Context: an optimization exercise on an open-source flow, tuned for a short achievable clock period and few clock cycles per item. The choices shown serve that exercise and are no tape-out recipe.
In this exercise RTL edits were held to simulation tests only and were not proved equivalent to the original.
Power is estimated from default activity; no workload was simulated.

==> flow/design.v (excerpt) <==
module rms_power_monitor_overload_trip_unit (
    input  logic                           clk,
    input  logic                           rst_n,
    input  logic                           cfg_we,
    input  logic [rpm_pkg::IDX_BITS-1:0]   cfg_index,
    input  logic [rpm_pkg::CFG_BITS-1:0]   cfg_wdata,
    input  logic                           s_tvalid,
    output logic                           s_tready,
    input  logic [15:0]                    s_tdata,    
    input  logic [1:0]                     s_tuser,    
    output logic                           m_tvalid,
    input  logic                           m_tready,
    output logic [47:0]                    m_tdata,    
    output logic                           m_tuser     
);
    localparam int IQ  = rpm_pkg::IQ_BITS;
    localparam int CAP = rpm_pkg::IQ_DEPTH;
    logic [11:0] mid;
    logic [10:0] win;
    logic [9:0]  win_m1, win_m3;
    logic        win_one, win_le2;
    logic [11:0] win2, win3;
    logic [23:0] gain;
    logic [15:0] noise_floor;
    logic [8:0]  volts;
    logic [24:0] limit;
    logic [10:0] weff;
    always_comb
    begin
        if (cfg_wdata[10:0] == 11'd0)
            weff = 11'd1;
        else if (cfg_wdata[10] && (cfg_wdata[9:0] != 10'd0))
            weff = 11'd1024;
        else
            weff = cfg_wdata[10:0];
    end
    always_ff @(posedge clk or negedge rst_n)
    begin
        if (!rst_n)
        begin
            mid         <= 12'd2047;
            win         <= 11'd100;
            gain        <= 24'd570950;
            noise_floor <= 16'd50;
            volts       <= 9'd230;
            limit       <= 25'd2500000;
        end
        else if (cfg_we)
        begin
            case (cfg_index)
                3'd0: mid         <= cfg_wdata[11:0];
                3'd1: win         <= weff;
                3'd2: gain        <= cfg_wdata[23:0];
                3'd3: noise_floor <= cfg_wdata[15:0];
                3'd4: volts       <= cfg_wdata[8:0];
                3'd5: limit       <= cfg_wdata[24:0];
                default: ;
            endcase
        end
    end
    logic [11:0] mid_q;
    logic [10:0] win_q;
    logic [23:0] gain_q;
    logic [15:0] noise_floor_q;
    logic [8:0]  volts_q;
    logic [10:0] volts3_q;
    logic [24:0] limit_q;
    always_ff @(posedge clk)
    begin
        mid_q         <= mid;
  ...
Size: roughly 860 flip-flops, ~100 I/O pins, about 44000 um^2 of cells after synthesis.
==> module rpm_back, before the edit <==
module rpm_back (
    input  logic        clk,
    input  logic        rst_n,
    input  logic [10:0] win,
    input  logic [11:0] win2,
    input  logic [11:0] win3,
    input  logic [23:0] gain,
    input  logic [15:0] noise_floor,
    input  logic [8:0]  volts,
    input  logic [10:0] volts3,      
    input  logic [24:0] limit,
    input  logic        start,
    input  logic [23:0] lo_in,
    input  logic [9:0]  hi_in,
    input  logic        c_in,
    input  logic        take,
    output logic        res_valid,
    output logic [15:0] cur,
    output logic [24:0] pwr,
    output logic        over
);
    logic [4:0]  step;
    logic        run;
    logic [33:0] dn;           
    logic [9:0]  dr;           
    logic [11:0] t;
    logic [12:0] t1, t2, t3;
    logic [17:0] srem;
    logic [16:0] root;
    logic [1:0]  qd;           
    logic [1:0]  dq;           
    logic [19:0] sx;
    logic [20:0] sd;
    logic [40:0] prod;
    logic [16:0] ph, pl;             
    logic [7:0]  ch, cl;             
    logic [1:0]  dh, dl;             
    logic [10:0] mh, ml;             
    logic [9:0]  hi_fin;
    logic [24:0] pwr_sum;
    assign hi_fin = hi_in + 10'(c_in);
    assign t  = {dr, dn[33:32]};
    assign t1 = {1'b0, t} - {2'b0, win};
    assign t2 = {1'b0, t} - {1'b0, win2};
    assign t3 = {1'b0, t} - {1'b0, win3};
    logic [15:0] cur_c;
    always_comb
    begin
        if (|prod[40:32])
            cur_c = 16'hFFFF;
        else if (prod[31:16] < noise_floor)
            cur_c = 16'd0;
        else
            cur_c = prod[31:16];
    end
    logic [10:0] mh0, ml0;
    assign dh = ch[7:6];
    assign dl = cl[7:6];
    function automatic logic [10:0] vmul(input logic [1:0] d, input logic [8:0] v,
                                         input logic [10:0] v3);
        case (d)
            2'd0:    vmul = 11'd0;
            2'd1:    vmul = 11'(v);
            2'd2:    vmul = {1'b0, v, 1'b0};
            default: vmul = v3;
        endcase
    endfunction
    assign mh0 = vmul(cur_c[15:14], volts, volts3);
    assign ml0 = vmul(cur_c[7:6], volts, volts3);
    always_comb
    begin
        case (dh)
            2'd0:    mh = 11'd0;
            2'd1:    mh = 11'(volts);
            2'd2:    mh = {1'b0, volts, 1'b0};
            default: mh = volts3;
        endcase
        case (dl)
            2'd0:    ml = 11'd0;
            2'd1:    ml = 11'(volts);
            2'd2:    ml = {1'b0, volts, 1'b0};
            default: ml = volts3;
        endcase
    end
    assign qd  = !t3[12] ? 2'd3 : !t2[12] ? 2'd2 : !t1[12] ? 2'd1 : 2'd0;
    assign sx  = {srem, dq};
    assign sd  = {1'b0, sx} - {2'b0, root[15:0], 2'b01};
    assign pwr_sum = {ph, 8'd0} + 25'(pl);
    assign over    = pwr > limit;
    always_ff @(posedge clk or negedge rst_n)
    begin
        if (!rst_n)
        begin
            step      <= '0;
            run       <= 1'b0;
            res_valid <= 1'b0;
        end
        else
        begin
            if (start)
            begin
                run  <= 1'b1;
                step <= 5'd1;
            end
            else if (run)
            begin
                step <= step + 5'd1;
                if (step == 5'd24)
                    run <= 1'b0;
            end
            if (run && step == 5'd24)
                res_valid <= 1'b1;
            else if (take)
                res_valid <= 1'b0;
        end
    end
    always_ff @(posedge clk)
    begin
        if (start)
        begin
            dn   <= {1'b0, hi_fin[9] ? {33{1'b1}} : {hi_fin[8:0], lo_in}};
            dr   <= '0;
            srem <= '0;
            root <= '0;
            prod <= '0;
        end
        else
        begin
            dn <= {dn[31:0], 2'b00};
            dq <= qd;
            case (qd)
                2'd3:    dr <= t3[9:0];
                2'd2:    dr <= t2[9:0];
                2'd1:    dr <= t1[9:0];
                default: dr <= t[9:0];
            endcase
            if (step >= 5'd2 && step <= 5'd18)
            begin
                if (!sd[20])
                begin
                    srem <= sd[17:0];
                    root <= {root[15:0], 1'b1};
                end
                else
                begin
                    srem <= sx[17:0];
                    root <= {root[15:0], 1'b0};
                end
            end
            if (step >= 5'd3 && step <= 5'd19)
                prod <= {prod[39:0], 1'b0} + (root[0] ? 41'(gain) : 41'd0);
        end
        if (step == 5'd20)
        begin
            cur <= cur_c;
            ch  <= {cur_c[13:8], 2'b00};
            cl  <= {cur_c[5:0], 2'b00};
            ph  <= 17'(mh0);
            pl  <= 17'(ml0);
        end
        else
        begin
            ph <= {ph[14:0], 2'b00} + 17'(mh);
            pl <= {pl[14:0], 2'b00} + 17'(ml);
            ch <= {ch[5:0], 2'b00};
            cl <= {cl[5:0], 2'b00};
        end
        if (step == 5'd24)
            pwr <= pwr_sum;
    end
endmodule
Settings: LEC_CHECK=0, ABC_CLOCK_PERIOD_IN_PS=2800, CAP_MARGIN=20, CORE_MARGIN=2, CORE_UTILIZATION=40, CTS_CLUSTER_DIAMETER=120, CTS_CLUSTER_SIZE=24, SLEW_MARGIN=20; clock period 10.0 ns.
standard.sh (not shown) runs the stock make flow with config.mk's settings and CLKGATE_MAP_FILE= SYNTH_SCRIPT=/design/flow/synth_recipe.tcl, a recipe that flattens the netlist after the stock synthesis.
==> flow/flow/run.sh <==
#!/bin/bash
# Standard layout, with timing repair aimed at a shorter period than the
# clock's (setup margin), so that the resizer speeds up the critical paths.
set -uo pipefail
bash standard.sh SETUP_SLACK_MARGIN=7.2 finish > standard.log 2>&1
Testbench counts at the start, summed over its fixed seeds: cycles 19,758, items 19,510.
==> next run, changes <==
--- a/flow/design.v
+++ b/flow/design.v
@@ -580,30 +580,8 @@
     assign t1 = {1'b0, t} - {2'b0, win};
     assign t2 = {1'b0, t} - {1'b0, win2};
     assign t3 = {1'b0, t} - {1'b0, win3};
-    logic [15:0] cur_c;
-    always_comb
-    begin
-        if (|prod[40:32])
-            cur_c = 16'hFFFF;
-        else if (prod[31:16] < noise_floor)
-            cur_c = 16'd0;
-        else
-            cur_c = prod[31:16];
-    end
-    logic [10:0] mh0, ml0;
     assign dh = ch[7:6];
     assign dl = cl[7:6];
-    function automatic logic [10:0] vmul(input logic [1:0] d, input logic [8:0] v,
-                                         input logic [10:0] v3);
-        case (d)
-            2'd0:    vmul = 11'd0;
-            2'd1:    vmul = 11'(v);
-            2'd2:    vmul = {1'b0, v, 1'b0};
-            default: vmul = v3;
-        endcase
-    endfunction
-    assign mh0 = vmul(cur_c[15:14], volts, volts3);
-    assign ml0 = vmul(cur_c[7:6], volts, volts3);
     always_comb
     begin
         case (dh)
@@ -642,10 +620,10 @@
             else if (run)
             begin
                 step <= step + 5'd1;
-                if (step == 5'd24)
+                if (step == 5'd25)
                     run <= 1'b0;
             end
-            if (run && step == 5'd24)
+            if (run && step == 5'd25)
                 res_valid <= 1'b1;
             else if (take)
                 res_valid <= 1'b0;
@@ -689,11 +667,32 @@
         end
         if (step == 5'd20)
         begin
-            cur <= cur_c;
-            ch  <= {cur_c[13:8], 2'b00};
-            cl  <= {cur_c[5:0], 2'b00};
-            ph  <= 17'(mh0);
-            pl  <= 17'(ml0);
+            if (|prod[40:32])
+                cur <= 16'hFFFF;
+            else if (prod[31:16] < noise_floor)
+                cur <= 16'd0;
+            else
+                cur <= prod[31:16];
+        end
+        if (step == 5'd20)
+        begin
+            if (|prod[40:32])
+            begin
+                ch <= 8'hFF;
+                cl <= 8'hFF;
+            end
+            else if (prod[31:16] < noise_floor)
+            begin
+                ch <= 8'd0;
+                cl <= 8'd0;
+            end
+            else
+            begin
+                ch <= prod[31:24];
+                cl <= prod[23:16];
+            end
+            ph <= '0;
+            pl <= '0;
         end
         else
         begin
@@ -702,7 +701,7 @@
             ch <= {ch[5:0], 2'b00};
             cl <= {cl[5:0], 2'b00};
         end
-        if (step == 5'd24)
+        if (step == 5'd25)
             pwr <= pwr_sum;
     end
 endmodule
What happened: Utilization grows by 0.57 points. Wire length shrinks by 4.7%. Cell count shrinks by about 1.2%. Cell area barely changes. Area after synthesis shrinks by about 1.2%. Clock skew stays flat. Combinational power barely changes.
Testbench counts after the change, summed over its fixed seeds: cycles 19,766, items 19,510.

static timing again, ports no longer ideal:
How much do the figures lean on ideal ports? The routed layouts below were timed once more, with nothing changed but the port constraints. Step 1 assumes that a clkbuf_16 drives the clock port and a buf_2 every other input. Step 2 moves the port delays by t, midway between the first and last clock arrival at a register: inputs arrive t later, outputs are due t later. That takes back most of the time a late clock gives input paths. a / b / c = ideal ports / drivers / drivers and shift; a / b = the first two.
run | t (ns) | slack for setup (ns) | pins driven straight from the clock port
the first run | 0.701 | 6.832 / 6.763 / 6.503 | 1
the second run | 0.672 | 6.880 / 6.815 / 6.419 | 1
After both steps setup and hold are still met in every run listed. The setup slack of the second run, which loses most, moves by -0.065 ns with the drivers and by -0.461 ns with both steps.
